Background: an optimization exercise with open tools, aiming at small area, a short achievable clock period and few clock cycles. Do not read the settings as production practice. Where RTL was checked, it was by simulation tests only, not by an equivalence proof against the original. The RTL of runs 1 and 2 was laid out without a check of its function. Power figures rest on the tool's default switching activity, not on a simulated workload.

`design/flow/flow/run.sh`:
```
#!/bin/bash
# Standard layout, with repair_timing aiming for extra setup slack and plain
# buffers on the ports.
set -euo pipefail
bash standard.sh SETUP_SLACK_MARGIN=10 "BUFFER_PORTS_ARGS=-buffer_cell sky130_fd_sc_hd__buf_2" finish > standard.log 2>&1
```
`design/flow/standard.sh`:
```
#!/bin/bash
# synth_recipe.tcl (not shown) runs the flow's synth.tcl, then flattens the netlist and writes it again
# the make line also repeats each setting of config.mk as NAME=value (left out here)
make -C /OpenROAD-flow-scripts/flow DESIGN_CONFIG=/design/flow/config.mk WORK_HOME=/design/flow/orfs CLKGATE_MAP_FILE= SYNTH_SCRIPT=/design/flow/synth_recipe.tcl "${@:-finish}"
```
`design/flow/config.mk`:
```
export PLATFORM = sky130hd
export DESIGN_NAME = search_top
export DESIGN_NICKNAME = search_top
export VERILOG_FILES = /design/flow/design.v
export SDC_FILE = /design/flow/constraint.sdc
export NUM_CORES = 4
export LEC_CHECK = 0
export CAP_MARGIN = 20
export CORE_MARGIN = 2
export CORE_UTILIZATION = 60
export CTS_CLUSTER_DIAMETER = 150
export CTS_CLUSTER_SIZE = 25
export SLEW_MARGIN = 20
```
`design/flow/constraint.sdc`:
```
create_clock -name core_clock -period 14.0 [get_ports {clk_100mhz}]
set_input_delay 2.8000 -clock core_clock [delete_from_list [all_inputs] [get_ports {clk_100mhz}]]
set_output_delay 2.8000 -clock core_clock [all_outputs]
set_load 0.01 [all_outputs]
```
`design/flow/design.v`:
```
package search_pkg;
  typedef logic [15:0] coord_t;
  typedef logic [15:0] vertex_id_t;
  typedef logic [39:0] dist_t;
  typedef logic [7:0] k_t;
  typedef logic [1:0] op_t;
  localparam op_t op_query = 2'd0;
  localparam op_t op_vertex = 2'd1;
  localparam op_t op_end = 2'd2;
endpackage
module sq_tree (
  input  logic [15:0] y,
  input  logic        neg,
  output logic [31:0] s,
  output logic [31:0] c
);
  logic pp_0_1;
  logic pp_0_2;
  logic pp_0_3;
  logic pp_0_4;
  logic pp_0_5;
  logic pp_0_6;
  logic pp_0_7;
  logic pp_0_8;
  logic pp_0_9;
  logic pp_0_10;
  logic pp_0_11;
  logic pp_0_12;
  logic pp_0_13;
  logic pp_0_14;
  logic pp_0_15;
  logic pp_1_2;
  logic pp_1_3;
  logic pp_1_4;
  logic pp_1_5;
  logic pp_1_6;
  logic pp_1_7;
  logic pp_1_8;
  logic pp_1_9;
  logic pp_1_10;
  logic pp_1_11;
  logic pp_1_12;
  logic pp_1_13;
  logic pp_1_14;
  logic pp_1_15;
  logic pp_2_3;
  logic pp_2_4;
  logic pp_2_5;
  logic pp_2_6;
  logic pp_2_7;
  logic pp_2_8;
  logic pp_2_9;
  logic pp_2_10;
  logic pp_2_11;
  logic pp_2_12;
  logic pp_2_13;
  logic pp_2_14;
  logic pp_2_15;
  logic pp_3_4;
  logic pp_3_5;
  logic pp_3_6;
  logic pp_3_7;
  logic pp_3_8;
  logic pp_3_9;
  logic pp_3_10;
  logic pp_3_11;
  logic pp_3_12;
  logic pp_3_13;
  logic pp_3_14;
  logic pp_3_15;
  logic pp_4_5;
  logic pp_4_6;
  logic pp_4_7;
  logic pp_4_8;
  logic pp_4_9;
  logic pp_4_10;
  logic pp_4_11;
  logic pp_4_12;
  logic pp_4_13;
  logic pp_4_14;
  logic pp_4_15;
  logic pp_5_6;
  logic pp_5_7;
  logic pp_5_8;
  logic pp_5_9;
  logic pp_5_10;
  logic pp_5_11;
  logic pp_5_12;
  logic pp_5_13;
  logic pp_5_14;
  logic pp_5_15;
  logic pp_6_7;
  logic pp_6_8;
  logic pp_6_9;
  logic pp_6_10;
  logic pp_6_11;
  logic pp_6_12;
  logic pp_6_13;
  logic pp_6_14;
  logic pp_6_15;
  logic pp_7_8;
  logic pp_7_9;
  logic pp_7_10;
  logic pp_7_11;
  logic pp_7_12;
  logic pp_7_13;
  logic pp_7_14;
  logic pp_7_15;
  logic pp_8_9;
  logic pp_8_10;
  logic pp_8_11;
  logic pp_8_12;
  logic pp_8_13;
  logic pp_8_14;
  logic pp_8_15;
  logic pp_9_10;
  logic pp_9_11;
  logic pp_9_12;
  logic pp_9_13;
  logic pp_9_14;
  logic pp_9_15;
  logic pp_10_11;
  logic pp_10_12;
  logic pp_10_13;
  logic pp_10_14;
  logic pp_10_15;
  logic pp_11_12;
  logic pp_11_13;
  logic pp_11_14;
  logic pp_11_15;
  logic pp_12_13;
  logic pp_12_14;
  logic pp_12_15;
  logic pp_13_14;
  logic pp_13_15;
  logic pp_14_15;
  logic ny_0;
  logic ny_1;
  logic ny_2;
  logic ny_3;
  logic ny_4;
  logic ny_5;
  logic ny_6;
  logic ny_7;
  logic ny_8;
  logic ny_9;
  logic ny_10;
  logic ny_11;
  logic ny_12;
  logic ny_13;
  logic ny_14;
  logic ny_15;
  logic hs0;
  logic hc0;
  logic hs1;
  logic hc1;
  logic hs2;
  logic hc2;
  logic fs3;
  logic fc3;
  logic hs4;
  logic hc4;
  logic fs5;
  logic fc5;
  logic hs6;
  logic hc6;
  logic fs7;
  logic fc7;
  logic fs8;
  logic fc8;
  logic hs9;
  logic hc9;
  logic fs10;
  logic fc10;
  logic fs11;
  logic fc11;
  logic hs12;
  logic hc12;
  logic fs13;
  logic fc13;
  logic fs14;
  logic fc14;
  logic fs15;
  logic fc15;
  logic fs16;
  logic fc16;
  logic fs17;
  logic fc17;
  logic hs18;
  logic hc18;
  logic fs19;
  logic fc19;
  logic fs20;
  logic fc20;
  logic hs21;
  logic hc21;
  logic fs22;
  logic fc22;
  logic hs23;
  logic hc23;
  logic fs24;
  logic fc24;
  logic hs25;
  logic hc25;
  logic hs26;
  logic hc26;
  logic hs27;
  logic hc27;
  logic hs28;
  logic hc28;
  logic hs29;
  logic hc29;
  logic fs30;
  logic fc30;
  logic hs31;
  logic hc31;
  logic fs32;
  logic fc32;
  logic hs33;
  logic hc33;
  logic fs34;
  logic fc34;
  logic fs35;
  logic fc35;
  logic fs36;
  logic fc36;
  logic fs37;
  logic fc37;
  logic fs38;
  logic fc38;
  logic fs39;
  logic fc39;
  logic fs40;
  logic fc40;
  logic fs41;
  logic fc41;
  logic fs42;
  logic fc42;
  logic fs43;
  logic fc43;
  logic fs44;
  logic fc44;
  logic fs45;
  logic fc45;
  logic fs46;
  logic fc46;
  logic fs47;
  logic fc47;
  logic fs48;
  logic fc48;
  logic fs49;
  logic fc49;
  logic fs50;
  logic fc50;
  logic fs51;
  logic fc51;
  logic fs52;
  logic fc52;
  logic fs53;
  logic fc53;
  logic fs54;
  logic fc54;
  logic fs55;
  logic fc55;
  logic fs56;
  logic fc56;
  logic fs57;
  logic fc57;
  logic fs58;
  logic fc58;
  logic fs59;
  logic fc59;
  logic fs60;
  logic fc60;
  logic hs61;
  logic hc61;
  logic fs62;
  logic fc62;
  logic hs63;
  logic hc63;
  logic hs64;
  logic hc64;
  logic hs65;
  logic hc65;
  logic hs66;
  logic hc66;
  logic hs67;
  logic hc67;
  logic fs68;
  logic fc68;
  logic fs69;
  logic fc69;
  logic fs70;
  logic fc70;
  logic fs71;
  logic fc71;
  logic fs72;
  logic fc72;
  logic fs73;
  logic fc73;
  logic fs74;
  logic fc74;
  logic fs75;
  logic fc75;
  logic fs76;
  logic fc76;
  logic fs77;
  logic fc77;
  logic fs78;
  logic fc78;
  logic fs79;
  logic fc79;
  logic fs80;
  logic fc80;
  logic fs81;
  logic fc81;
  logic fs82;
  logic fc82;
  logic fs83;
  logic fc83;
  logic fs84;
  logic fc84;
  logic fs85;
  logic fc85;
  logic fs86;
  logic fc86;
  logic fs87;
  logic fc87;
  logic fs88;
  logic fc88;
  logic hs89;
  logic hc89;
  logic hs90;
  logic hc90;
  logic hs91;
  logic hc91;
  logic hs92;
  logic hc92;
  logic fs93;
  logic fc93;
  logic fs94;
  logic fc94;
  logic fs95;
  logic fc95;
  logic fs96;
  logic fc96;
  logic fs97;
  logic fc97;
  logic fs98;
  logic fc98;
  logic fs99;
  logic fc99;
  logic fs100;
  logic fc100;
  logic fs101;
  logic fc101;
  logic fs102;
  logic fc102;
  logic fs103;
  logic fc103;
  logic fs104;
  logic fc104;
  logic fs105;
  logic fc105;
  logic fs106;
  logic fc106;
  logic fs107;
  logic fc107;
  logic fs108;
  logic fc108;
  logic fs109;
  logic fc109;
  logic fs110;
  logic fc110;
  logic fs111;
  logic fc111;
  logic fs112;
  logic fc112;
  logic fs113;
  logic fc113;
  logic fs114;
  logic fc114;
  logic fs115;
  logic fc115;
  logic fs116;
  logic fc116;
  logic fs117;
  logic fc117;
  logic hs118;
  logic hc118;
  logic hs119;
  logic hc119;
  assign pp_0_1 = y[0] & y[1];
  assign pp_0_2 = y[0] & y[2];
  assign pp_0_3 = y[0] & y[3];
  assign pp_0_4 = y[0] & y[4];
  assign pp_0_5 = y[0] & y[5];
  assign pp_0_6 = y[0] & y[6];
  assign pp_0_7 = y[0] & y[7];
  assign pp_0_8 = y[0] & y[8];
  assign pp_0_9 = y[0] & y[9];
  assign pp_0_10 = y[0] & y[10];
  assign pp_0_11 = y[0] & y[11];
  assign pp_0_12 = y[0] & y[12];
  assign pp_0_13 = y[0] & y[13];
  assign pp_0_14 = y[0] & y[14];
  assign pp_0_15 = y[0] & y[15];
  assign pp_1_2 = y[1] & y[2];
  assign pp_1_3 = y[1] & y[3];
  assign pp_1_4 = y[1] & y[4];
  assign pp_1_5 = y[1] & y[5];
  assign pp_1_6 = y[1] & y[6];
  assign pp_1_7 = y[1] & y[7];
  assign pp_1_8 = y[1] & y[8];
  assign pp_1_9 = y[1] & y[9];
  assign pp_1_10 = y[1] & y[10];
  assign pp_1_11 = y[1] & y[11];
  assign pp_1_12 = y[1] & y[12];
  assign pp_1_13 = y[1] & y[13];
  assign pp_1_14 = y[1] & y[14];
  assign pp_1_15 = y[1] & y[15];
  assign pp_2_3 = y[2] & y[3];
  assign pp_2_4 = y[2] & y[4];
  assign pp_2_5 = y[2] & y[5];
  assign pp_2_6 = y[2] & y[6];
  assign pp_2_7 = y[2] & y[7];
  assign pp_2_8 = y[2] & y[8];
  assign pp_2_9 = y[2] & y[9];
  assign pp_2_10 = y[2] & y[10];
  assign pp_2_11 = y[2] & y[11];
  assign pp_2_12 = y[2] & y[12];
  assign pp_2_13 = y[2] & y[13];
  assign pp_2_14 = y[2] & y[14];
  assign pp_2_15 = y[2] & y[15];
  assign pp_3_4 = y[3] & y[4];
  assign pp_3_5 = y[3] & y[5];
  assign pp_3_6 = y[3] & y[6];
  assign pp_3_7 = y[3] & y[7];
  assign pp_3_8 = y[3] & y[8];
  assign pp_3_9 = y[3] & y[9];
  assign pp_3_10 = y[3] & y[10];
  assign pp_3_11 = y[3] & y[11];
  assign pp_3_12 = y[3] & y[12];
  assign pp_3_13 = y[3] & y[13];
  assign pp_3_14 = y[3] & y[14];
  assign pp_3_15 = y[3] & y[15];
  assign pp_4_5 = y[4] & y[5];
  assign pp_4_6 = y[4] & y[6];
  assign pp_4_7 = y[4] & y[7];
  assign pp_4_8 = y[4] & y[8];
  assign pp_4_9 = y[4] & y[9];
  assign pp_4_10 = y[4] & y[10];
  assign pp_4_11 = y[4] & y[11];
  assign pp_4_12 = y[4] & y[12];
  assign pp_4_13 = y[4] & y[13];
  assign pp_4_14 = y[4] & y[14];
  assign pp_4_15 = y[4] & y[15];
  assign pp_5_6 = y[5] & y[6];
  assign pp_5_7 = y[5] & y[7];
  assign pp_5_8 = y[5] & y[8];
  assign pp_5_9 = y[5] & y[9];
  assign pp_5_10 = y[5] & y[10];
  assign pp_5_11 = y[5] & y[11];
  assign pp_5_12 = y[5] & y[12];
  assign pp_5_13 = y[5] & y[13];
  assign pp_5_14 = y[5] & y[14];
  assign pp_5_15 = y[5] & y[15];
  assign pp_6_7 = y[6] & y[7];
  assign pp_6_8 = y[6] & y[8];
  assign pp_6_9 = y[6] & y[9];
  assign pp_6_10 = y[6] & y[10];
  assign pp_6_11 = y[6] & y[11];
  assign pp_6_12 = y[6] & y[12];
  assign pp_6_13 = y[6] & y[13];
  assign pp_6_14 = y[6] & y[14];
  assign pp_6_15 = y[6] & y[15];
  assign pp_7_8 = y[7] & y[8];
  assign pp_7_9 = y[7] & y[9];
  assign pp_7_10 = y[7] & y[10];
  assign pp_7_11 = y[7] & y[11];
  assign pp_7_12 = y[7] & y[12];
  assign pp_7_13 = y[7] & y[13];
  assign pp_7_14 = y[7] & y[14];
  assign pp_7_15 = y[7] & y[15];
  assign pp_8_9 = y[8] & y[9];
  assign pp_8_10 = y[8] & y[10];
  assign pp_8_11 = y[8] & y[11];
  assign pp_8_12 = y[8] & y[12];
  assign pp_8_13 = y[8] & y[13];
  assign pp_8_14 = y[8] & y[14];
  assign pp_8_15 = y[8] & y[15];
  assign pp_9_10 = y[9] & y[10];
  assign pp_9_11 = y[9] & y[11];
  assign pp_9_12 = y[9] & y[12];
  assign pp_9_13 = y[9] & y[13];
  assign pp_9_14 = y[9] & y[14];
  assign pp_9_15 = y[9] & y[15];
  assign pp_10_11 = y[10] & y[11];
  assign pp_10_12 = y[10] & y[12];
  assign pp_10_13 = y[10] & y[13];
  assign pp_10_14 = y[10] & y[14];
  assign pp_10_15 = y[10] & y[15];
  assign pp_11_12 = y[11] & y[12];
  assign pp_11_13 = y[11] & y[13];
  assign pp_11_14 = y[11] & y[14];
  assign pp_11_15 = y[11] & y[15];
  assign pp_12_13 = y[12] & y[13];
  assign pp_12_14 = y[12] & y[14];
  assign pp_12_15 = y[12] & y[15];
  assign pp_13_14 = y[13] & y[14];
  assign pp_13_15 = y[13] & y[15];
  assign pp_14_15 = y[14] & y[15];
  assign ny_0 = y[0] & neg;
  assign ny_1 = y[1] & neg;
  assign ny_2 = y[2] & neg;
  assign ny_3 = y[3] & neg;
  assign ny_4 = y[4] & neg;
  assign ny_5 = y[5] & neg;
  assign ny_6 = y[6] & neg;
  assign ny_7 = y[7] & neg;
  assign ny_8 = y[8] & neg;
  assign ny_9 = y[9] & neg;
  assign ny_10 = y[10] & neg;
  assign ny_11 = y[11] & neg;
  assign ny_12 = y[12] & neg;
  assign ny_13 = y[13] & neg;
  assign ny_14 = y[14] & neg;
  assign ny_15 = y[15] & neg;
  assign hs0 = pp_0_15 ^ pp_1_14;
  assign hc0 = pp_0_15 & pp_1_14;
  assign hs1 = pp_0_9 ^ pp_1_8;
  assign hc1 = pp_0_9 & pp_1_8;
  assign hs2 = pp_0_10 ^ pp_1_9;
  assign hc2 = pp_0_10 & pp_1_9;
  assign fs3 = pp_0_11 ^ pp_1_10 ^ pp_2_9;
  assign fc3 = (pp_0_11 & pp_1_10) | (pp_0_11 & pp_2_9) | (pp_1_10 & pp_2_9);
  assign hs4 = pp_3_8 ^ pp_4_7;
  assign hc4 = pp_3_8 & pp_4_7;
  assign fs5 = pp_0_12 ^ pp_1_11 ^ pp_2_10;
  assign fc5 = (pp_0_12 & pp_1_11) | (pp_0_12 & pp_2_10) | (pp_1_11 & pp_2_10);
  assign hs6 = pp_3_9 ^ pp_4_8;
  assign hc6 = pp_3_9 & pp_4_8;
  assign fs7 = pp_0_13 ^ pp_1_12 ^ pp_2_11;
  assign fc7 = (pp_0_13 & pp_1_12) | (pp_0_13 & pp_2_11) | (pp_1_12 & pp_2_11);
  assign fs8 = pp_3_10 ^ pp_4_9 ^ pp_5_8;
  assign fc8 = (pp_3_10 & pp_4_9) | (pp_3_10 & pp_5_8) | (pp_4_9 & pp_5_8);
  assign hs9 = pp_6_7 ^ y[7];
  assign hc9 = pp_6_7 & y[7];
  assign fs10 = pp_0_14 ^ pp_1_13 ^ pp_2_12;
  assign fc10 = (pp_0_14 & pp_1_13) | (pp_0_14 & pp_2_12) | (pp_1_13 & pp_2_12);
  assign fs11 = pp_3_11 ^ pp_4_10 ^ pp_5_9;
  assign fc11 = (pp_3_11 & pp_4_10) | (pp_3_11 & pp_5_9) | (pp_4_10 & pp_5_9);
  assign hs12 = pp_6_8 ^ ny_14;
  assign hc12 = pp_6_8 & ny_14;
  assign fs13 = hs0 ^ pp_2_13 ^ pp_3_12;
  assign fc13 = (hs0 & pp_2_13) | (hs0 & pp_3_12) | (pp_2_13 & pp_3_12);
  assign fs14 = pp_4_11 ^ pp_5_10 ^ pp_6_9;
  assign fc14 = (pp_4_11 & pp_5_10) | (pp_4_11 & pp_6_9) | (pp_5_10 & pp_6_9);
  assign fs15 = pp_7_8 ^ y[8] ^ ny_15;
  assign fc15 = (pp_7_8 & y[8]) | (pp_7_8 & ny_15) | (y[8] & ny_15);
  assign fs16 = pp_1_15 ^ pp_2_14 ^ pp_3_13;
  assign fc16 = (pp_1_15 & pp_2_14) | (pp_1_15 & pp_3_13) | (pp_2_14 & pp_3_13);
  assign fs17 = pp_4_12 ^ pp_5_11 ^ pp_6_10;
  assign fc17 = (pp_4_12 & pp_5_11) | (pp_4_12 & pp_6_10) | (pp_5_11 & pp_6_10);
  assign hs18 = pp_7_9 ^ hc0;
  assign hc18 = pp_7_9 & hc0;
  assign fs19 = pp_2_15 ^ pp_3_14 ^ pp_4_13;
  assign fc19 = (pp_2_15 & pp_3_14) | (pp_2_15 & pp_4_13) | (pp_3_14 & pp_4_13);
  assign fs20 = pp_5_12 ^ pp_6_11 ^ pp_7_10;
  assign fc20 = (pp_5_12 & pp_6_11) | (pp_5_12 & pp_7_10) | (pp_6_11 & pp_7_10);
  assign hs21 = pp_8_9 ^ y[9];
  assign hc21 = pp_8_9 & y[9];
  assign fs22 = pp_3_15 ^ pp_4_14 ^ pp_5_13;
  assign fc22 = (pp_3_15 & pp_4_14) | (pp_3_15 & pp_5_13) | (pp_4_14 & pp_5_13);
  assign hs23 = pp_6_12 ^ pp_7_11;
  assign hc23 = pp_6_12 & pp_7_11;
  assign fs24 = pp_4_15 ^ pp_5_14 ^ pp_6_13;
  assign fc24 = (pp_4_15 & pp_5_14) | (pp_4_15 & pp_6_13) | (pp_5_14 & pp_6_13);
  assign hs25 = pp_7_12 ^ pp_8_11;
  assign hc25 = pp_7_12 & pp_8_11;
  assign hs26 = pp_5_15 ^ pp_6_14;
  assign hc26 = pp_5_15 & pp_6_14;
  assign hs27 = pp_6_15 ^ pp_7_14;
  assign hc27 = pp_6_15 & pp_7_14;
  assign hs28 = pp_0_5 ^ pp_1_4;
  assign hc28 = pp_0_5 & pp_1_4;
  assign hs29 = pp_0_6 ^ pp_1_5;
  assign hc29 = pp_0_6 & pp_1_5;
  assign fs30 = pp_0_7 ^ pp_1_6 ^ pp_2_5;
  assign fc30 = (pp_0_7 & pp_1_6) | (pp_0_7 & pp_2_5) | (pp_1_6 & pp_2_5);
  assign hs31 = pp_3_4 ^ y[4];
  assign hc31 = pp_3_4 & y[4];
  assign fs32 = pp_0_8 ^ pp_1_7 ^ pp_2_6;
  assign fc32 = (pp_0_8 & pp_1_7) | (pp_0_8 & pp_2_6) | (pp_1_7 & pp_2_6);
  assign hs33 = pp_3_5 ^ ny_8;
  assign hc33 = pp_3_5 & ny_8;
  assign fs34 = hs1 ^ pp_2_7 ^ pp_3_6;
  assign fc34 = (hs1 & pp_2_7) | (hs1 & pp_3_6) | (pp_2_7 & pp_3_6);
  assign fs35 = pp_4_5 ^ y[5] ^ ny_9;
  assign fc35 = (pp_4_5 & y[5]) | (pp_4_5 & ny_9) | (y[5] & ny_9);
  assign fs36 = hs2 ^ pp_2_8 ^ pp_3_7;
  assign fc36 = (hs2 & pp_2_8) | (hs2 & pp_3_7) | (pp_2_8 & pp_3_7);
  assign fs37 = pp_4_6 ^ ny_10 ^ hc1;
  assign fc37 = (pp_4_6 & ny_10) | (pp_4_6 & hc1) | (ny_10 & hc1);
  assign fs38 = fs3 ^ hs4 ^ pp_5_6;
  assign fc38 = (fs3 & hs4) | (fs3 & pp_5_6) | (hs4 & pp_5_6);
  assign fs39 = y[6] ^ ny_11 ^ hc2;
  assign fc39 = (y[6] & ny_11) | (y[6] & hc2) | (ny_11 & hc2);
  assign fs40 = fs5 ^ hs6 ^ pp_5_7;
  assign fc40 = (fs5 & hs6) | (fs5 & pp_5_7) | (hs6 & pp_5_7);
  assign fs41 = ny_12 ^ fc3 ^ hc4;
  assign fc41 = (ny_12 & fc3) | (ny_12 & hc4) | (fc3 & hc4);
  assign fs42 = fs7 ^ fs8 ^ hs9;
  assign fc42 = (fs7 & fs8) | (fs7 & hs9) | (fs8 & hs9);
  assign fs43 = ny_13 ^ fc5 ^ hc6;
  assign fc43 = (ny_13 & fc5) | (ny_13 & hc6) | (fc5 & hc6);
  assign fs44 = fs10 ^ fs11 ^ hs12;
  assign fc44 = (fs10 & fs11) | (fs10 & hs12) | (fs11 & hs12);
  assign fs45 = fc7 ^ fc8 ^ hc9;
  assign fc45 = (fc7 & fc8) | (fc7 & hc9) | (fc8 & hc9);
  assign fs46 = fs13 ^ fs14 ^ fs15;
  assign fc46 = (fs13 & fs14) | (fs13 & fs15) | (fs14 & fs15);
  assign fs47 = fc10 ^ fc11 ^ hc12;
  assign fc47 = (fc10 & fc11) | (fc10 & hc12) | (fc11 & hc12);
  assign fs48 = fs16 ^ fs17 ^ hs18;
  assign fc48 = (fs16 & fs17) | (fs16 & hs18) | (fs17 & hs18);
  assign fs49 = fc13 ^ fc14 ^ fc15;
  assign fc49 = (fc13 & fc14) | (fc13 & fc15) | (fc14 & fc15);
  assign fs50 = fs19 ^ fs20 ^ hs21;
  assign fc50 = (fs19 & fs20) | (fs19 & hs21) | (fs20 & hs21);
  assign fs51 = fc16 ^ fc17 ^ hc18;
  assign fc51 = (fc16 & fc17) | (fc16 & hc18) | (fc17 & hc18);
  assign fs52 = fs22 ^ hs23 ^ pp_8_10;
  assign fc52 = (fs22 & hs23) | (fs22 & pp_8_10) | (hs23 & pp_8_10);
  assign fs53 = fc19 ^ fc20 ^ hc21;
  assign fc53 = (fc19 & fc20) | (fc19 & hc21) | (fc20 & hc21);
  assign fs54 = fs24 ^ hs25 ^ pp_9_10;
  assign fc54 = (fs24 & hs25) | (fs24 & pp_9_10) | (hs25 & pp_9_10);
  assign fs55 = y[10] ^ fc22 ^ hc23;
  assign fc55 = (y[10] & fc22) | (y[10] & hc23) | (fc22 & hc23);
  assign fs56 = hs26 ^ pp_7_13 ^ pp_8_12;
  assign fc56 = (hs26 & pp_7_13) | (hs26 & pp_8_12) | (pp_7_13 & pp_8_12);
  assign fs57 = pp_9_11 ^ fc24 ^ hc25;
  assign fc57 = (pp_9_11 & fc24) | (pp_9_11 & hc25) | (fc24 & hc25);
  assign fs58 = hs27 ^ pp_8_13 ^ pp_9_12;
  assign fc58 = (hs27 & pp_8_13) | (hs27 & pp_9_12) | (pp_8_13 & pp_9_12);
  assign fs59 = pp_10_11 ^ y[11] ^ hc26;
  assign fc59 = (pp_10_11 & y[11]) | (pp_10_11 & hc26) | (y[11] & hc26);
  assign fs60 = pp_7_15 ^ pp_8_14 ^ pp_9_13;
  assign fc60 = (pp_7_15 & pp_8_14) | (pp_7_15 & pp_9_13) | (pp_8_14 & pp_9_13);
  assign hs61 = pp_10_12 ^ hc27;
  assign hc61 = pp_10_12 & hc27;
  assign fs62 = pp_8_15 ^ pp_9_14 ^ pp_10_13;
  assign fc62 = (pp_8_15 & pp_9_14) | (pp_8_15 & pp_10_13) | (pp_9_14 & pp_10_13);
  assign hs63 = pp_11_12 ^ y[12];
  assign hc63 = pp_11_12 & y[12];
  assign hs64 = pp_9_15 ^ pp_10_14;
  assign hc64 = pp_9_15 & pp_10_14;
  assign hs65 = pp_10_15 ^ pp_11_14;
  assign hc65 = pp_10_15 & pp_11_14;
  assign hs66 = pp_0_3 ^ pp_1_2;
  assign hc66 = pp_0_3 & pp_1_2;
  assign hs67 = pp_0_4 ^ pp_1_3;
  assign hc67 = pp_0_4 & pp_1_3;
  assign fs68 = hs28 ^ pp_2_3 ^ y[3];
  assign fc68 = (hs28 & pp_2_3) | (hs28 & y[3]) | (pp_2_3 & y[3]);
  assign fs69 = hs29 ^ pp_2_4 ^ ny_6;
  assign fc69 = (hs29 & pp_2_4) | (hs29 & ny_6) | (pp_2_4 & ny_6);
  assign fs70 = fs30 ^ hs31 ^ ny_7;
  assign fc70 = (fs30 & hs31) | (fs30 & ny_7) | (hs31 & ny_7);
  assign fs71 = fs32 ^ hs33 ^ fc30;
  assign fc71 = (fs32 & hs33) | (fs32 & fc30) | (hs33 & fc30);
  assign fs72 = fs34 ^ fs35 ^ fc32;
  assign fc72 = (fs34 & fs35) | (fs34 & fc32) | (fs35 & fc32);
  assign fs73 = fs36 ^ fs37 ^ fc34;
  assign fc73 = (fs36 & fs37) | (fs36 & fc34) | (fs37 & fc34);
  assign fs74 = fs38 ^ fs39 ^ fc36;
  assign fc74 = (fs38 & fs39) | (fs38 & fc36) | (fs39 & fc36);
  assign fs75 = fs40 ^ fs41 ^ fc38;
  assign fc75 = (fs40 & fs41) | (fs40 & fc38) | (fs41 & fc38);
  assign fs76 = fs42 ^ fs43 ^ fc40;
  assign fc76 = (fs42 & fs43) | (fs42 & fc40) | (fs43 & fc40);
  assign fs77 = fs44 ^ fs45 ^ fc42;
  assign fc77 = (fs44 & fs45) | (fs44 & fc42) | (fs45 & fc42);
  assign fs78 = fs46 ^ fs47 ^ fc44;
  assign fc78 = (fs46 & fs47) | (fs46 & fc44) | (fs47 & fc44);
  assign fs79 = fs48 ^ fs49 ^ fc46;
  assign fc79 = (fs48 & fs49) | (fs48 & fc46) | (fs49 & fc46);
  assign fs80 = fs50 ^ fs51 ^ fc48;
  assign fc80 = (fs50 & fs51) | (fs50 & fc48) | (fs51 & fc48);
  assign fs81 = fs52 ^ fs53 ^ fc50;
  assign fc81 = (fs52 & fs53) | (fs52 & fc50) | (fs53 & fc50);
  assign fs82 = fs54 ^ fs55 ^ fc52;
  assign fc82 = (fs54 & fs55) | (fs54 & fc52) | (fs55 & fc52);
  assign fs83 = fs56 ^ fs57 ^ fc54;
  assign fc83 = (fs56 & fs57) | (fs56 & fc54) | (fs57 & fc54);
  assign fs84 = fs58 ^ fs59 ^ fc56;
  assign fc84 = (fs58 & fs59) | (fs58 & fc56) | (fs59 & fc56);
  assign fs85 = fs60 ^ hs61 ^ fc58;
  assign fc85 = (fs60 & hs61) | (fs60 & fc58) | (hs61 & fc58);
  assign fs86 = fs62 ^ hs63 ^ fc60;
  assign fc86 = (fs62 & hs63) | (fs62 & fc60) | (hs63 & fc60);
  assign fs87 = hs64 ^ pp_11_13 ^ fc62;
  assign fc87 = (hs64 & pp_11_13) | (hs64 & fc62) | (pp_11_13 & fc62);
  assign fs88 = hs65 ^ pp_12_13 ^ y[13];
  assign fc88 = (hs65 & pp_12_13) | (hs65 & y[13]) | (pp_12_13 & y[13]);
  assign hs89 = pp_11_15 ^ pp_12_14;
  assign hc89 = pp_11_15 & pp_12_14;
  assign hs90 = pp_12_15 ^ pp_13_14;
  assign hc90 = pp_12_15 & pp_13_14;
  assign hs91 = pp_0_1 ^ y[1];
  assign hc91 = pp_0_1 & y[1];
  assign hs92 = pp_0_2 ^ ny_2;
  assign hc92 = pp_0_2 & ny_2;
  assign fs93 = hs66 ^ y[2] ^ ny_3;
  assign fc93 = (hs66 & y[2]) | (hs66 & ny_3) | (y[2] & ny_3);
  assign fs94 = hs67 ^ ny_4 ^ hc66;
  assign fc94 = (hs67 & ny_4) | (hs67 & hc66) | (ny_4 & hc66);
  assign fs95 = fs68 ^ ny_5 ^ hc67;
  assign fc95 = (fs68 & ny_5) | (fs68 & hc67) | (ny_5 & hc67);
  assign fs96 = fs69 ^ hc28 ^ fc68;
  assign fc96 = (fs69 & hc28) | (fs69 & fc68) | (hc28 & fc68);
  assign fs97 = fs70 ^ hc29 ^ fc69;
  assign fc97 = (fs70 & hc29) | (fs70 & fc69) | (hc29 & fc69);
  assign fs98 = fs71 ^ hc31 ^ fc70;
  assign fc98 = (fs71 & hc31) | (fs71 & fc70) | (hc31 & fc70);
  assign fs99 = fs72 ^ hc33 ^ fc71;
  assign fc99 = (fs72 & hc33) | (fs72 & fc71) | (hc33 & fc71);
  assign fs100 = fs73 ^ fc35 ^ fc72;
  assign fc100 = (fs73 & fc35) | (fs73 & fc72) | (fc35 & fc72);
  assign fs101 = fs74 ^ fc37 ^ fc73;
  assign fc101 = (fs74 & fc37) | (fs74 & fc73) | (fc37 & fc73);
  assign fs102 = fs75 ^ fc39 ^ fc74;
  assign fc102 = (fs75 & fc39) | (fs75 & fc74) | (fc39 & fc74);
  assign fs103 = fs76 ^ fc41 ^ fc75;
  assign fc103 = (fs76 & fc41) | (fs76 & fc75) | (fc41 & fc75);
  assign fs104 = fs77 ^ fc43 ^ fc76;
  assign fc104 = (fs77 & fc43) | (fs77 & fc76) | (fc43 & fc76);
  assign fs105 = fs78 ^ fc45 ^ fc77;
  assign fc105 = (fs78 & fc45) | (fs78 & fc77) | (fc45 & fc77);
  assign fs106 = fs79 ^ fc47 ^ fc78;
  assign fc106 = (fs79 & fc47) | (fs79 & fc78) | (fc47 & fc78);
  assign fs107 = fs80 ^ fc49 ^ fc79;
  assign fc107 = (fs80 & fc49) | (fs80 & fc79) | (fc49 & fc79);
  assign fs108 = fs81 ^ fc51 ^ fc80;
  assign fc108 = (fs81 & fc51) | (fs81 & fc80) | (fc51 & fc80);
  assign fs109 = fs82 ^ fc53 ^ fc81;
  assign fc109 = (fs82 & fc53) | (fs82 & fc81) | (fc53 & fc81);
  assign fs110 = fs83 ^ fc55 ^ fc82;
  assign fc110 = (fs83 & fc55) | (fs83 & fc82) | (fc55 & fc82);
  assign fs111 = fs84 ^ fc57 ^ fc83;
  assign fc111 = (fs84 & fc57) | (fs84 & fc83) | (fc57 & fc83);
  assign fs112 = fs85 ^ fc59 ^ fc84;
  assign fc112 = (fs85 & fc59) | (fs85 & fc84) | (fc59 & fc84);
  assign fs113 = fs86 ^ hc61 ^ fc85;
  assign fc113 = (fs86 & hc61) | (fs86 & fc85) | (hc61 & fc85);
  assign fs114 = fs87 ^ hc63 ^ fc86;
  assign fc114 = (fs87 & hc63) | (fs87 & fc86) | (hc63 & fc86);
  assign fs115 = fs88 ^ hc64 ^ fc87;
  assign fc115 = (fs88 & hc64) | (fs88 & fc87) | (hc64 & fc87);
  assign fs116 = hs89 ^ hc65 ^ fc88;
  assign fc116 = (hs89 & hc65) | (hs89 & fc88) | (hc65 & fc88);
  assign fs117 = hs90 ^ y[14] ^ hc89;
  assign fc117 = (hs90 & y[14]) | (hs90 & hc89) | (y[14] & hc89);
  assign hs118 = pp_13_15 ^ hc90;
  assign hc118 = pp_13_15 & hc90;
  assign hs119 = pp_14_15 ^ y[15];
  assign hc119 = pp_14_15 & y[15];
  assign s = {hc119, hs119, hs118, fs117, fs116, fs115, fs114, fs113, fs112, fs111, fs110, fs109, fs108, fs107, fs106, fs105, fs104, fs103, fs102, fs101, fs100, fs99, fs98, fs97, fs96, fs95, fs94, fs93, hs92, hs91, ny_0, y[0]};
  assign c = {1'b0, hc118, fc117, fc116, fc115, fc114, fc113, fc112, fc111, fc110, fc109, fc108, fc107, fc106, fc105, fc104, fc103, fc102, fc101, fc100, fc99, fc98, fc97, fc96, fc95, fc94, fc93, hc92, hc91, ny_1, 1'b0, neg};
endmodule
`timescale 1ns/1ps
module search_top
#(
  parameter int DIM = 4,
  parameter int PQ_LENGTH = 5,
  parameter int IN_DEPTH = 4,
  parameter int OUT_CREDITS = 2
) (
  input  logic                   clk_100mhz,
  input  logic                   sys_rst,
  input  logic                   in_valid,
  input  logic [1:0]             in_op,
  input  logic [$clog2(DIM)-1:0] in_index,
  input  logic [15:0]            in_data,
  input  logic [15:0]            in_id,
  output logic                   in_credit,
  output logic                   res_valid,
  output logic [15:0]            res_id,
  output logic [39:0]            res_dist,
  output logic                   res_last,
  input  logic                   out_credit
);
  localparam int DW = 35;    
  localparam int NQ = PQ_LENGTH;
  logic in_q, in_c, in_e;
  assign in_q = in_valid && (in_op == 2'd0);
  assign in_c = in_valid && (in_op == 2'd1);
  assign in_e = in_valid && (in_op == 2'd2);
  logic       busy;       
  logic       cq;         
  logic [2:0] owed;       
  logic [3:0] nfree;      
  logic       withhold;
  logic       credit_d;
  logic       r_e, d_e, s_e, pe, drain_on;
  assign busy     = r_e || d_e || s_e || pe || drain_on;
  assign withhold = busy && (nfree > 4'd3 + 4'(owed)) && (in_c || in_e);
  assign credit_d = (in_valid && !withhold) || (!busy && (owed != 3'd0));
  always_ff @(posedge clk_100mhz) begin
    if (sys_rst) begin
      in_credit <= 1'b0;
      owed      <= 3'd0;
      nfree     <= 4'd0;
      cq        <= 1'b0;
    end else begin
      in_credit <= credit_d;
      owed      <= owed + 3'(in_valid) - 3'(credit_d);
      if (!busy) begin
        nfree <= 4'd0;
      end else if (in_c || in_e) begin
        nfree <= nfree + 4'd1;
      end
      if (in_e) begin
        cq <= 1'b0;
      end else if (in_c && in_index == 2'(DIM - 1)) begin
        cq <= 1'b1;
      end
    end
  end
  logic [15:0] cand_id;
  always_ff @(posedge clk_100mhz) begin
    if (in_c && in_index == 2'(DIM - 1)) begin
      cand_id <= in_id;
    end
  end
  logic        r_q, r_c;
  logic [1:0]  r_idx;
  logic [15:0] r_data;
  always_ff @(posedge clk_100mhz) begin
    if (sys_rst) begin
      r_q <= 1'b0;
      r_c <= 1'b0;
      r_e <= 1'b0;
    end else begin
      r_q <= in_q;
      r_c <= in_c;
      r_e <= in_e && cq;
    end
    r_idx  <= in_index;
    r_data <= in_data;
  end
  logic [15:0] qry [DIM];
  always_ff @(posedge clk_100mhz) begin
    if (r_q) begin
      qry[r_idx] <= r_data;
    end
  end
  logic        d_c, d_first, d_last;
  logic [15:0] d_y;       
  logic        d_neg;     
  logic [16:0] sub;
  logic [15:0] qsel;
  logic [2:0]  k_clamp;
  assign qsel = qry[r_idx];
  assign sub  = {1'b0, r_data} - {1'b0, qsel};
  always_comb begin
    if (r_data[7:0] == 8'd0) begin
      k_clamp = 3'd1;
    end else if (r_data[7:0] > 8'(PQ_LENGTH)) begin
      k_clamp = 3'(PQ_LENGTH);
    end else begin
      k_clamp = r_data[2:0];
    end
  end
  always_ff @(posedge clk_100mhz) begin
    if (sys_rst) begin
      d_c <= 1'b0;
      d_e <= 1'b0;
    end else begin
      d_c <= r_c;
      d_e <= r_e;
    end
    d_first <= (r_idx == 2'd0);
    d_last  <= (r_idx == 2'(DIM - 1));
    d_y     <= sub[15:0] ^ {16{sub[16]}};
    d_neg   <= sub[16];
  end
  logic [31:0] sq_s, sq_c;
  logic [31:0] s_s, s_cy;
  logic        s_c, s_first, s_last;
  sq_tree sq0 (
    .y(d_y),
    .neg(d_neg),
    .s(sq_s),
    .c(sq_c)
  );
  always_ff @(posedge clk_100mhz) begin
    if (sys_rst) begin
      s_c <= 1'b0;
      s_e <= 1'b0;
    end else begin
      s_c <= d_c;
      s_e <= d_e;
    end
    s_first <= d_first;
    s_last  <= d_last;
    s_s     <= sq_s;
    s_cy    <= sq_c;
  end
  logic [DW-1:0] acc;
  logic          a_done;    
  logic          take;      
  logic [DW-1:0] acc_in, csa_x, csa_y;
  assign acc_in = s_first ? DW'(0) : acc;
  assign csa_x  = acc_in ^ DW'(s_s) ^ DW'(s_cy);
  assign csa_y  = ((acc_in & DW'(s_s)) | (acc_in & DW'(s_cy)) | (DW'(s_s) & DW'(s_cy))) << 1;
  always_ff @(posedge clk_100mhz) begin
    if (s_c) begin
      acc <= csa_x + csa_y;
    end
  end
  always_ff @(posedge clk_100mhz) begin
    if (sys_rst) begin
      a_done <= 1'b0;
    end else begin
      a_done <= (s_c && s_last) || (a_done && !take);
    end
  end
  logic [DW-1:0] n_d;
  logic [15:0]   n_id;
  logic          n_valid;
  logic [1:0]    n_ph;      
  logic          n_c2, n_r1;
  logic [2:0]    n_p;       
  logic          ins;
  logic          step;
  logic          beat;
  logic          last_beat;
  logic [DW-1:0] q_d  [NQ];
  logic [15:0]   q_id [NQ];
  logic [2:0]    q_rk [NQ];
  logic [2:0]    q_cnt;
  logic [2:0]    sel_rk;    
  logic [NQ-1:0] sel_hit;
  logic [DW-1:0] sel_d;
  logic [15:0]   sel_id;
  logic          r_le;
  logic [2:0]    p_fin;
  logic [2:0]    dr_j;      
  assign take = a_done && (!n_valid || ins) && !pe;
  assign step = n_valid && (n_ph != 2'd3) && !drain_on;
  assign ins  = n_valid && (n_ph == 2'd3) && !drain_on;
  always_comb begin
    if (drain_on) begin
      sel_rk = dr_j + 3'd1;
    end else begin
      case (n_ph)
        2'd0:    sel_rk = 3'd2;
        2'd1:    sel_rk = n_c2 ? 3'd3 : 3'd1;
        default: sel_rk = n_c2 ? 3'd4 : 3'd0;
      endcase
    end
    sel_d  = '0;
    sel_id = '0;
    for (int i = 0; i < NQ; i++) begin
      sel_hit[i] = (q_rk[i] == sel_rk);
      sel_d  = sel_d  | (q_d[i]  & {DW{sel_hit[i]}});
      sel_id = sel_id | (q_id[i] & {16{sel_hit[i]}});
    end
    r_le = (sel_rk < q_cnt) && (sel_d <= n_d);
    case ({n_c2, n_r1})
      2'b00:   p_fin = r_le ? 3'd1 : 3'd0;
      2'b01:   p_fin = 3'd2;
      2'b10:   p_fin = 3'd3;
      default: p_fin = r_le ? 3'd5 : 3'd4;
    endcase
  end
  always_ff @(posedge clk_100mhz) begin
    if (take) begin
      n_d  <= acc;
      n_id <= cand_id;
    end
  end
  always_ff @(posedge clk_100mhz) begin
    if (sys_rst) begin
      n_valid <= 1'b0;
      n_ph    <= 2'd0;
      n_c2    <= 1'b0;
      n_r1    <= 1'b0;
      n_p     <= 3'd0;
    end else begin
      n_valid <= take || (n_valid && !ins);
      if (take || ins || last_beat) begin
        n_ph <= 2'd0;
      end else if (step && n_ph == 2'd1 && (n_c2 != r_le)) begin
        n_ph <= 2'd3;
      end else if (step) begin
        n_ph <= n_ph + 2'd1;
      end
      if (step && n_ph == 2'd0) begin
        n_c2 <= r_le;
      end
      if (step && n_ph == 2'd1) begin
        n_r1 <= r_le;
        n_p  <= n_c2 ? 3'd3 : 3'd2;
      end
      if (step && n_ph == 2'd2) begin
        n_p <= p_fin;
      end
    end
  end
  logic [2:0]    top_rk;    
  logic [NQ-1:0] wr;
  logic          ins_take;
  assign top_rk   = (q_cnt == 3'(NQ)) ? 3'(NQ - 1) : q_cnt;
  assign ins_take = ins && (n_p != 3'(NQ));
  always_comb begin
    for (int i = 0; i < NQ; i++) begin
      wr[i] = ins_take && (q_rk[i] == top_rk);
    end
  end
  always_ff @(posedge clk_100mhz) begin
    for (int i = 0; i < NQ; i++) begin
      if (wr[i]) begin
        q_d[i]  <= n_d;
        q_id[i] <= n_id;
      end
    end
  end
  always_ff @(posedge clk_100mhz) begin
    if (sys_rst) begin
      for (int i = 0; i < NQ; i++) begin
        q_rk[i] <= 3'(i);
      end
      q_cnt <= 3'd0;
    end else begin
      if (last_beat) begin
        q_cnt <= 3'd0;
      end else if (ins_take && q_cnt != 3'(NQ)) begin
        q_cnt <= q_cnt + 3'd1;
      end
      if (ins_take) begin
        for (int i = 0; i < NQ; i++) begin
          if (wr[i]) begin
            q_rk[i] <= n_p;
          end else if (q_rk[i] >= n_p && q_rk[i] < top_rk) begin
            q_rk[i] <= q_rk[i] + 3'd1;
          end
        end
      end
    end
  end
  logic [DW-1:0] h_d;
  logic [15:0]   h_id;
  always_ff @(posedge clk_100mhz) begin
    if (beat) begin
      h_d  <= sel_d;
      h_id <= sel_id;
    end else if (ins_take && n_p == 3'd0) begin
      h_d  <= n_d;
      h_id <= n_id;
    end
  end
  logic [2:0] pe_k;
  logic [2:0] dr_left;    
  logic [1:0] cred;       
  logic [2:0] dr_nxt;
  logic [1:0] cred_nxt;
  logic       start;
  assign drain_on  = (dr_left != 3'd0);
  assign beat      = res_valid;
  assign last_beat = res_valid && res_last;
  assign start     = pe && !drain_on && (!n_valid || ins);
  always_ff @(posedge clk_100mhz) begin
    if (sys_rst) begin
      pe <= 1'b0;
    end else begin
      pe <= s_e || (pe && !start);
    end
    if (r_e) begin
      pe_k <= k_clamp;
    end
  end
  always_comb begin
    cred_nxt = cred - 2'(beat) + 2'(out_credit);
    dr_nxt   = dr_left;
    if (last_beat) begin
      dr_nxt = 3'd0;
    end else if (beat) begin
      dr_nxt = dr_left - 3'd1;
    end else if (start) begin
      dr_nxt = pe_k;
    end
  end
  logic [2:0] j_nxt;
  logic [2:0] cnt_nxt;
  always_comb begin
    j_nxt = dr_j;
    if (last_beat) begin
      j_nxt = 3'd0;
    end else if (beat) begin
      j_nxt = dr_j + 3'd1;
    end
    cnt_nxt = q_cnt;
    if (last_beat) begin
      cnt_nxt = 3'd0;
    end else if (ins_take && q_cnt != 3'(NQ)) begin
      cnt_nxt = q_cnt + 3'd1;
    end
  end
  always_ff @(posedge clk_100mhz) begin
    if (sys_rst) begin
      dr_j <= 3'd0;
    end else begin
      dr_j <= j_nxt;
    end
  end
  always_ff @(posedge clk_100mhz) begin
    if (sys_rst) begin
      dr_left   <= 3'd0;
      cred      <= 2'(OUT_CREDITS);
      res_valid <= 1'b0;
    end else begin
      dr_left   <= dr_nxt;
      cred      <= cred_nxt;
      res_valid <= (dr_nxt != 3'd0) && (cred_nxt != 2'd0);
    end
    res_last <= (dr_nxt == 3'd1) || (j_nxt + 3'd1 >= cnt_nxt);
  end
  assign res_id   = h_id;
  assign res_dist = {5'd0, h_d};
endmodule
```
==> qor.csv, run 1 <==
metric,value,unit
dpl ws,8550,ps
Clock transition at path regs,100,ps
worst reg2reg path endpoint,n_p[0]$_SDFFE_PP0P_,
Tmin final,4390,ps
Routed WL per cell,19.7,µm
row count,81,
Critical Path AT,4930,ps
Lkg Pwr,0.0127,µW
Reg area,17400,µm²
post-layout util,67.3,%
Max clock buf depth,3,
crit path kind,reg -> reg,
Via density,5.74,
FF-to-FF Start,n_ph[0]$_SDFFE_PP0P_,
hold buffers post-CTS,0,
Inserted Clock Buffers,29,
Pre-antenna DRT Iters,6,
Yosys cell types,75,
TNS Setup,0,ps
gp weighted congestion,0.828,
clock sinks,630,
cells taking the most area after synthesis,"edfxtp_1 (48%), dfxtp_1 (10%), fa_1 (8.0%), ha_1 (7.4%), inv_1 (2.3%)",
area delta synth->final,10.8,%
syn_area_per_cell,13.4,µm²
reg2reg path depth,19,
die width,227,µm
post-route ant nets,0,
full die area,51400,µm²
Post-synth EDFFs,475,
drt total wl,59700,µm
IO Port Bufs,93,
Final Hold Fails,0,
worst setup margin,9610,ps
FMAX,228,MHz
max_cap viols,0,
worst slew pin tran,1070,ps
via count,17300,
Post-synth ARST share,0,%
Hold/Removal Path Class,reg -> reg,
post-synthesis sequential area ratio,58.4,%
CORE AREA,49000,µm²
All-Layer GR Usage,23.7,%
Synth top area share,48.0,%
Power Density,202,nW/µm²
synthesized instance count,2219,
CTS tree,yes,
RSZ-0062 raised after global routing,yes,
# H-tree levels,1,
post-synthesis register bit count,630,
skew final,32.5,ps
Filler Cell Count,3576,
Starting DRT DRC Count,1407,
multi-input logic area,11800,µm²
Initial Utilization,60.7,%
initial antenna violation count,0,
startpoint types,flip-flop,
number of global-route vias before repair,17500,
grt total ovfl,0,
largest net degree at the start of global routing,108,
ant diodes,0,
Worst slew margin,28.6,%
status,finished clean,
Synth area leader,edfxtp_1,
Main synth FF type,edfxtp_1,
Post-route DRC,0,
WP data required,14540,ps
Final Max Slew Viols,0,
I/O pin total,99,
# setup viols final,0,
Worst setup EP type,flip-flop,
Setup crit start,n_ph[0]$_SDFFE_PP0P_,
share of cells above drive strength 1,12.4,%
synthesis warning total,4,
Root Buffer,clkbuf_16,
worst setup path end,n_p[0]$_SDFFE_PP0P_,
period utilisation layout,31.4,%
hpwl dp,37000,µm
flop2flop setup slack,9610,ps
CP max FO,26,
Final Net Count,2673,
Worst VDD drop,0.000192,V
first-pass GRT wire length,94700,µm
synthesized area,29700,µm²
Die Span Y,227,µm
clk latency of the worst-skew pair,630,ps
==> critical path, cell delays in order, from the launching register on <==
cell and delay, ps:
dfxtp_2 390, inv_1 80, ha_1 260, nor3b_2 250
mux2i_4 120, buf_12 160, buf_6 120, xnor2_2 250
nor3_4 90, buf_12 190, a22oi_1 200, nand2_1 100
ha_1 300, nand4_1 230, nor4_4 450, nand4_1 190
a221o_1 370, a31oi_4 230, o21ai_1 100, a211oi_1 210
==> stage by stage <==
step | area [µm²] | total power, µW | hold WS (ps) | cells
after global placement | 31000 | 5310 | 311 | 2918
after global routing | 32900 | 7230 | 353 | 3024
final | 32900 | 6660 | 338 | 3024
after floorplan | 29900 | 4630 | 310 | 2223
after detailed placement | 31000 | 5400 | 319 | 2918
after CTS | 32800 | 6670 | 343 | 3021
==> cell type report <==
type,count,share of cell area (%)
Sequential cell,630,52.8
Multi-Input combinational cell,1333,35.9
Timing Repair Buffer,165,4.24
Inverter,179,2.04
Clock inverter,2,0.0874
Clock buffer,51,2.45
Tap cell,664,2.52
==> sequential cells by signal, indices dropped and copies added (netlist names), 15 cells and up <==
name     cells
cand_id     16
acc         35
r_data      16
h_id        16
s_cy        30
d_y         16
q_rk        15
q_d        175
n_id        16
qry         64
h_d         35
s_s         32
q_id        80
n_d         35
==> cells in the mapped netlist (6+ instances only) <==
library cell and n:
a211oi_1 16, inv_1 179, mux4_2 16, nor4b_1 6, xor2_1 25, a31oi_1 21
xnor2_1 70, edfxtp_1 475, o21a_1 13, nand2b_1 27, o21bai_1 6, dfxtp_1 155
fa_1 119, nand4_1 16, a22oi_1 53, mux2i_1 14, nor2b_1 63, nor3b_1 7
and2_1 106, ha_1 176, a21o_1 33, a21oi_1 66, nand2_1 138, a222oi_1 51
or2_2 6, nor2_1 86, nand3_1 17, o21ai_0 77, clkbuf_1 68, nor3_1 24
==> per-layer routing <==
layer | up-vias | share of wire (%) | GRT usage, % | routed length [µm]
li1 | 8235 | - | - | -
met1 | 8559 | 44 | 32.3 | 26000
met2 | 484 | 49 | 41.2 | 29300
met3 | 67 | 5.2 | 2.35 | 3070
met4 | 0 | 2.2 | 5.75 | 1330
met5 | - | 0 | 0 | 0
==> where the power goes <==
group	switching [µW]	internal, µW
Sequential	155	2280
Combinational	1770	1500
Clock	555	399
==> cell families (layout without fill, tap and decap cells) <==
family | count (synthesis) | count (layout) | synth area share, %
buf+inv | 260 | 397 | 3.39
fa+ha+maj | 295 | 295 | 15.4
xor+xnor | 95 | 95 | 2.80
simple gates | 518 | 518 | 9.03
other cells | 1 | 5 | 0.0126
flops | 630 | 630 | 58.4
compound gates | 386 | 386 | 9.11
mux | 34 | 34 | 1.84
==> repair_timing <==
action	4_1_cts	5_1_grt
gates resized for setup	68	24
setup endpoints to repair	83	45
pin swaps	23	6
buffers inserted	41	3
cloned	9	0
hold endpoints to repair	0	0
==> layout by cell type (no fill, tap or decap), drive strengths merged, types with 64 or more instances in the layout <==
cell type / n
edfxtp: 475
ha: 176
a21oi: 66
xnor2: 70
inv: 181
nor2: 86
o21ai: 77
buf: 157
nand2: 138
dfxtp: 155
fa: 119
and2: 106
nor2b: 64
==> worst min path at each step <==
stage | start | slack (ps) | to | cells past startpoint
after floorplan | d_first$_DFF_P_ | 310 | s_first$_DFF_P_ | 0
after global placement | d_first$_DFF_P_ | 310 | s_first$_DFF_P_ | 0
after detailed placement | d_first$_DFF_P_ | 320 | s_first$_DFF_P_ | 0
after CTS | d_first$_DFF_P_ | 340 | s_first$_DFF_P_ | 0
after global routing | d_last$_DFF_P_ | 350 | s_last$_DFF_P_ | 0
final | d_first$_DFF_P_ | 340 | s_first$_DFF_P_ | 0
==> inputs of run 2 (changes only) <==
--- a/design/flow/design.v
+++ b/design/flow/design.v
@@ -806,4 +806,11 @@
   logic       r_e, d_e, s_e, pe, drain_on;
+  logic [2:0] owed_inc, owed_dec;
+  logic [3:0] nfree_inc;
+  logic       nfree_full;
+  assign owed_inc   = owed + 3'd1;
+  assign owed_dec   = owed - 3'd1;
+  assign nfree_inc  = nfree + 4'd1;
+  assign nfree_full = (nfree > 4'd3 + 4'(owed));
   assign busy     = r_e || d_e || s_e || pe || drain_on;
-  assign withhold = busy && (nfree > 4'd3 + 4'(owed)) && (in_c || in_e);
+  assign withhold = busy && nfree_full && (in_c || in_e);
   assign credit_d = (in_valid && !withhold) || (!busy && (owed != 3'd0));
@@ -817,3 +824,7 @@
       in_credit <= credit_d;
-      owed      <= owed + 3'(in_valid) - 3'(credit_d);
+      if (in_valid && withhold) begin
+        owed <= owed_inc;
+      end else if (!in_valid && !busy && owed != 3'd0) begin
+        owed <= owed_dec;
+      end
       if (!busy) begin
@@ -821,3 +832,3 @@
       end else if (in_c || in_e) begin
-        nfree <= nfree + 4'd1;
+        nfree <= nfree_inc;
       end
@@ -995,4 +1006,2 @@
         n_ph <= 2'd0;
-      end else if (step && n_ph == 2'd1 && (n_c2 != r_le)) begin
-        n_ph <= 2'd3;
       end else if (step) begin
@@ -1005,3 +1014,2 @@
         n_r1 <= r_le;
-        n_p  <= n_c2 ? 3'd3 : 3'd2;
       end
@@ -1070,3 +1078,2 @@
   logic       start;
-  assign drain_on  = (dr_left != 3'd0);
   assign beat      = res_valid;
@@ -1121,2 +1128,3 @@
       dr_left   <= 3'd0;
+      drain_on  <= 1'b0;
       cred      <= 2'(OUT_CREDITS);
@@ -1125,2 +1133,3 @@
       dr_left   <= dr_nxt;
+      drain_on  <= (dr_nxt != 3'd0);
       cred      <= cred_nxt;
==> design/flow/flow/run.sh (replaced) <==
#!/bin/bash
# Standard layout, with repair_timing aiming for extra setup slack.
set -euo pipefail
bash standard.sh SETUP_SLACK_MARGIN=10 finish > standard.log 2>&1
==> qor.csv, run 2 <==
metric,value,unit
TNS Setup,0,ps
Net Sw Frac,35.4,%
CP max FO,7,
status,finished clean,
switching component of the power,2000,µW
All-Layer GR Usage,23.9,%
I/O pin total,99,
Final Max Slew Viols,0,
clock sinks,631,
combinational power share,41.3,%
Post-route DRC,0,
post-layout util,66.0,%
clock share of power,16.9,%
Pre-antenna DRT Iters,8,
dpl cells,2994,
Post-synth EDFFs,475,
crit path kind,reg -> reg,
top-count cell post-synth,edfxtp_1,
Post-synth ARST share,0,%
sequential share of power,41.8,%
skew final,43.2,ps
largest register by flop count,q_d,
IO Port Bufs,93,
Via density,5.83,
worst slew pin tran,1080,ps
share of cells above drive strength 1,8.73,%
largest net degree at the start of global routing,96,
post-route ant nets,0,
Final Net Count,2702,
period utilisation layout,30.1,%
hpwl dp,39900,µm
Final Hold Fails,0,
Inserted Clock Buffers,29,
post-synthesis register bit count,631,
via count,17900,
Main synth FF type,edfxtp_1,
initial antenna violation count,0,
area delta synth->final,9.02,%
Die Span Y,228,µm
grt total ovfl,0,
CORE AREA,49900,µm²
drt total wl,61400,µm
# H-tree levels,1,
Final Cell Area,32900,µm²
row count,82,
"commonest non-fill, non-tap cell in the layout",edfxtp_1,
synthesis warning total,4,
cells taking the most area after synthesis,"edfxtp_1 (47%), dfxtp_1 (10%), fa_1 (7.9%), ha_1 (7.1%), inv_1 (2.3%)",
die width,228,µm
Pint,3640,µW
post-synthesis sequential area ratio,57.6,%
Worst VDD drop,0.000182,V
ant diodes,0,
gp weighted congestion,0.891,
full die area,52100,µm²
Root Buffer,clkbuf_16,
Post-synth top cells,"edfxtp_1 (475), inv_1 (183), ha_1 (171)",
Power Density,171,nW/µm²
Initial Utilization,60.5,%
syn_area_per_cell,13.2,µm²
Starting DRT DRC Count,1427,
Worst slew margin,28.2,%
Lkg Pwr,0.0126,µW
RSZ-0062 raised after global routing,yes,
"commonest non-fill, non-tap cells in the layout","edfxtp_1 (475), inv_1 (175), ha_1 (165), dfxtp_1 (151), nand2_1 (131)",
final non-filler cell total,3067,
Tmin final,4220,ps
startpoint types,flip-flop,
max_cap viols,0,
FMAX,237,MHz
# setup viols final,0,
synthesized area,30200,µm²
Critical Path AT,4750,ps
Routed WL per cell,20.0,µm
Max clock buf depth,3,
CTS tree,yes,
number of flip-flops under the largest register name,175,
first-pass GRT wire length,99000,µm
number of global-route vias before repair,18300,
clk latency of the worst-skew pair,640,ps
Clock transition at path regs,100,ps
Synth area leader,edfxtp_1,
Hold/Removal Path Class,reg -> reg,
hold buffers post-CTS,0,
Yosys cell types,71,
placed inst area,31800,µm²
biggest regs,"q_d: 175 flops, q_id: 80 flops, qry: 64 flops",
Synth top area share,47.3,%
WP data required,14530,ps
Worst setup EP type,flip-flop,
synthesized instance count,2295,
[run 2: per-stage QoR]
| step | hold slack (ps) | power (µW) | setup slack [ps] |
|---|---|---|---|
| 6_report | 336 | 5640 | 9780 |
| 5_1_grt | 352 | 6110 | 9620 |
| 4_1_cts | 339 | 5680 | 9910 |
| 3_5_place_dp | 316 | 4730 | 9030 |
| 3_3_place_gp | 313 | 4650 | 9130 |
| 2_1_floorplan | 310 | 4120 | 9930 |
[run 2: cell families (layout without fill, tap and decap cells)]
family                   Yosys count  after routing  synth area share, %
other                              1              5               0.0124
AO/OA/AOI/OAI                    405            405                 9.41
XOR/XNOR                          95             95                 2.76
multiplexers                      31             31                 1.73
buffers and inverters            275            371                 3.66
flip-flops                       631            631                 57.6
adder cells (fa/ha/maj)          290            290                 15.0
AND/OR/NAND/NOR                  567            567                 9.84
[run 2: worst paths after layout]
path	slack (ps)	end	depth (start not counted)	from
min	340	s_first$_DFF_P_	0	d_first$_DFF_P_
max reg2reg	9780	n_p[0]$_SDFFE_PP0P_	16	n_ph[0]$_SDFFE_PP0P_
min reg2reg	340	s_first$_DFF_P_	0	d_first$_DFF_P_
max	9780	n_p[0]$_SDFFE_PP0P_	16	n_ph[0]$_SDFFE_PP0P_
[run 2: final cells by class]
| type | count | area (µm²) |
|---|---|---|
| Fill cell | 3795 | 17000 |
| Tap cell | 672 | 841 |
| Sequential cell | 631 | 17400 |
| Timing Repair Buffer | 134 | 1130 |
| Multi-Input combinational cell | 1393 | 12000 |
| Clock buffer | 52 | 812 |
| Inverter | 183 | 691 |
| Clock inverter | 2 | 28.8 |
[run 2: power groups by stage]
| stage | Clock (µW) | Sequential, µW | Combinational, µW |
|---|---|---|---|
| floorplan | 0 | 2330 | 1790 |
| global placement | 0 | 2410 | 2250 |
| detailed placement | 0 | 2410 | 2320 |
| CTS | 981 | 2360 | 2330 |
| global route | 1040 | 2380 | 2690 |
| finish | 952 | 2360 | 2330 |
[run 2: worst max-delay path: stages, from the launching register on]
cell	delay (ps)
dfxtp_4	380
buf_6	120
ha_4	170
nor4b_4	270
a21oi_4	130
xnor2_2	230
nor3_4	130
buf_12	180
a222oi_1	470
nand2_1	180
ha_4	310
nand4_1	170
nor4_4	390
nand4_1	190
a221oi_2	290
o21ai_2	140
a2111oi_4	360
[run 2: routing by layer]
layer	global-route usage, %	wire (µm)
met5	0	0
met3	2.40	2840
met1	32.2	26800
met4	5.68	1310
met2	42.0	30500
[run 2: repair_timing]
action,4_1_cts,5_1_grt
setup buffers,7,8
resized for setup,255,21
endpoints found under the hold margin,0,0
endpoints found under the setup margin,75,39
gates cloned,3,1
pin swaps,17,24
==> inputs of run 3 (changes only) <==
--- a/design/flow/design.v
+++ b/design/flow/design.v
@@ -944,3 +944,3 @@
   logic [1:0]    n_ph;      
-  logic          n_c2, n_r1;
+  logic          n_c2, n_r1, n_r2;    
   logic [2:0]    n_p;       
@@ -959,4 +959,4 @@
   logic          r_le;
-  logic [2:0]    p_fin;
   logic [2:0]    dr_j;      
+  logic [2:0]    dr_j1;     
   assign take = a_done && (!n_valid || ins) && !pe;
@@ -966,3 +966,3 @@
     if (drain_on) begin
-      sel_rk = dr_j + 3'd1;
+      sel_rk = dr_j1;
     end else begin
@@ -983,6 +983,6 @@
     case ({n_c2, n_r1})
-      2'b00:   p_fin = r_le ? 3'd1 : 3'd0;
-      2'b01:   p_fin = 3'd2;
-      2'b10:   p_fin = 3'd3;
-      default: p_fin = r_le ? 3'd5 : 3'd4;
+      2'b00:   n_p = n_r2 ? 3'd1 : 3'd0;
+      2'b01:   n_p = 3'd2;
+      2'b10:   n_p = 3'd3;
+      default: n_p = n_r2 ? 3'd5 : 3'd4;
     endcase
@@ -1001,3 +1001,3 @@
       n_r1    <= 1'b0;
-      n_p     <= 3'd0;
+      n_r2    <= 1'b0;
     end else begin
@@ -1016,3 +1016,3 @@
       if (step && n_ph == 2'd2) begin
-        n_p <= p_fin;
+        n_r2 <= r_le;
       end
@@ -1120,5 +1120,7 @@
     if (sys_rst) begin
-      dr_j <= 3'd0;
+      dr_j  <= 3'd0;
+      dr_j1 <= 3'd1;
     end else begin
-      dr_j <= j_nxt;
+      dr_j  <= j_nxt;
+      dr_j1 <= j_nxt + 3'd1;
     end
--- a/design/flow/config.mk
+++ b/design/flow/config.mk
@@ -10,3 +10,3 @@
 export CORE_UTILIZATION = 60
-export CTS_CLUSTER_DIAMETER = 150
+export CTS_CLUSTER_DIAMETER = 300
 export CTS_CLUSTER_SIZE = 25
==> qor.csv, run 3 <==
metric,value,unit
clk latency of the worst-skew pair,600,ps
All-Layer GR Usage,23.1,%
Initial Utilization,60.4,%
Post-synth top cells,"edfxtp_1 (475), inv_1 (180), ha_1 (171)",
first-pass GRT wire length,96800,µm
Crit path max-delay family,flip-flops,
Post-synth EDFFs,475,
Starting DRT DRC Count,1393,
Via density,5.78,
post-layout util,66.0,%
syn_area_per_cell,13.2,µm²
biggest regs,"q_d: 175 flops, q_id: 80 flops, qry: 64 flops",
clock sinks,632,
Final Hold Fails,0,
via count,17700,
dpl ws,9030,ps
row count,82,
post-route ant nets,0,
grt total ovfl,0,
Inserted Clock Buffers,29,
drt total wl,60500,µm
Worst setup EP type,output pin,
WP data required,11200,ps
Root Buffer,clkbuf_16,
largest register by flop count,q_d,
Max clock buf depth,3,
critical path's slowest cell,edfxtp_1,
worst setup margin,9990,ps
Synth area leader,edfxtp_1,
post-synthesis sequential area ratio,57.8,%
Tmin final,4010,ps
full die area,52000,µm²
area delta synth->final,9.24,%
post-synthesis register bit count,632,
CP peak stage delay,450,ps
die width,228,µm
Die Span Y,228,µm
Hold/Removal Path Class,reg -> reg,
Yosys cell types,80,
synthesis warning total,4,
status,finished clean,
Final Max Slew Viols,0,
startpoint types,flip-flop,
CP max FO,1,
initial antenna violation count,0,
Worst VDD drop,0.000150,V
Clock transition at path regs,100,ps
largest net degree at the start of global routing,91,
crit path kind,reg -> out,
TNS Setup,0,ps
Pre-antenna DRT Iters,8,
"commonest non-fill, non-tap cells in the layout","edfxtp_1 (475), inv_1 (172), ha_1 (168), dfxtp_1 (150), nand2_1 (129)",
cells taking the most area after synthesis,"edfxtp_1 (47%), dfxtp_1 (10%), fa_1 (7.9%), ha_1 (7.1%), and2_1 (2.3%)",
synthesized area,30100,µm²
Lkg Pwr,0.0125,µW
skew final,25.1,ps
hpwl dp,39100,µm
Final Net Count,2691,
worst path bufs/invs,1,
Post-synth ARST share,0,%
FMAX,249,MHz
Hold Slack,335,ps
# setup viols final,0,
synthesized instance count,2281,
placed inst area,31800,µm²
IO Port Bufs,93,
Worst slew margin,29.5,%
"Cell Chain, Critical Path",buf_2,
Power Density,196,nW/µm²
max_cap viols,0,
Final Cell Area,32900,µm²
gp weighted congestion,0.870,
share of cells above drive strength 1,8.98,%
CTS tree,yes,
top-count cell post-synth,edfxtp_1,
worst slew pin tran,1060,ps
number of flip-flops under the largest register name,175,
ant diodes,0,
RSZ-0062 raised after global routing,yes,
Critical Path AT,1210,ps
# H-tree levels,1,
Routed WL per cell,19.8,µm
Post-route DRC,0,
Main synth FF type,edfxtp_1,
Synth top area share,47.4,%
CORE AREA,49900,µm²
"commonest non-fill, non-tap cell in the layout",edfxtp_1,
I/O pin total,99,
period utilisation layout,28.7,%
number of global-route vias before repair,18000,
run 3: cell count changes in the layout (fill, tap and decap cells not counted), sizes merged, moves of 7 or more:
cell	previous run	this run
xnor2	78	69
o21ai	49	60
o21a	16	23
nand3	18	11
run 3: layout make-up:
type                       count  area [µm²]
clock buffer                  52         812
clock inverter                 2        28.8
fill                        3767       17000
inverter                     180         679
multi-input combinational   1384       11900
sequential                   632       17400
tap                          672         841
timing repair buffer         134        1190
run 3: path summary, 6_finish.rpt:
kind	depth (start not counted)	endpoint	start	slack, ps
setup / recovery	1	res_dist[1]	h_d[1]$_DFFE_PP_	9990
hold / removal	0	s_first$_DFF_P_	d_first$_DFF_P_	340
setup reg to reg	18	n_c2$_SDFFE_PP0P_	n_ph[1]$_SDFFE_PP0P_	10140
hold reg to reg	0	s_first$_DFF_P_	d_first$_DFF_P_	340
run 3: cells by family after synthesis:
family	count (synthesis)	synth area share, %
xor+xnor	90	2.62
simple gates	546	9.46
compound gates	424	9.87
fa+ha+maj	290	15.0
mux	28	1.65
buf+inv	270	3.58
other cells	1	0.0125
flops	632	57.8
run 3: worst reg2reg max path: stages, from the launching register on:
cell      delay [ps]
dfxtp_2          350
inv_4             80
ha_4             170
a21oi_4           80
o21a_4           280
o21ai_4          180
a211oi_4          80
buf_12           180
buf_16           150
a222oi_1         350
nand2_1          180
ha_4             300
nand4_1          190
nor4_4           310
and2_4           190
nand2_1           70
o21bai_4         190
a41oi_4          260
a31oi_1          110
run 3: metrics by stage:
stage / total power [µW] / instances
finish: 6460 / 3056
global route: 7000 / 3056
CTS: 6400 / 3039
detailed placement: 5480 / 2983
global placement: 5390 / 2983
floorplan: 4650 / 2285
run 3: where the power goes:
group / leakage (µW) / internal (µW) / total [µW] / switching (µW)
Clock: 0.000399 / 400 / 946 / 546
Sequential: 0.00559 / 2300 / 2470 / 169
Combinational: 0.00649 / 1320 / 3050 / 1730
run 3: repair_timing:
action / 4_1_cts / 5_1_grt
gates resized for setup: 247 / 50
cloned: 0 / 5
hold buffers: 0 / 0
pin swaps: 4 / 19
setup endpoints to repair: 89 / 35
setup buffers: 2 / 12
run 3: routing by layer:
metal	track usage (%)	routed length, µm	vias to the layer above
met5	0	0	-
met4	5.70	1390	0
li1	-	-	8408
met2	39.5	29400	468
met3	2.03	2770	87
met1	32.4	27000	8712
Testbench counts of run 3, summed over its fixed seeds: cycles 18,955.

-- static timing again, ports no longer ideal --
The results above use ideal ports. As a check the final layouts listed here were re-extracted and re-timed, cells and wires unchanged.
Step 1, drivers: a clkbuf_16 drives clk_100mhz and a buf_2 each remaining input, both assumed.
Step 2, shift: input delay + t, output delay - t, t = (earliest + latest rising clock arrival at the registers) / 2. This alone moves slack from input paths to output paths.
a / b / c = ideal ports / drivers / drivers and shift; a / b = the first two.
run | t (ns) | setup WS [ns] | worst setup path at the end | clock arrival spread, ns | worst slew at a driven data input, ns
run 1 | 0.664 | 9.607 / 9.607 / 9.260 | input to register | 0.049 / 0.049 | 0.06
run 2 | 0.673 | 9.781 / 9.781 / 9.500 | input to register | 0.057 / 0.058 | 0.04
run 3 | 0.641 | 9.987 / 9.934 / 9.482 | input to register | 0.029 / 0.029 | 0.05
After both steps setup and hold are still met in every run listed. For run 3, which loses most, drivers alone change the setup slack by -0.053 ns; drivers and shift together by -0.505 ns.
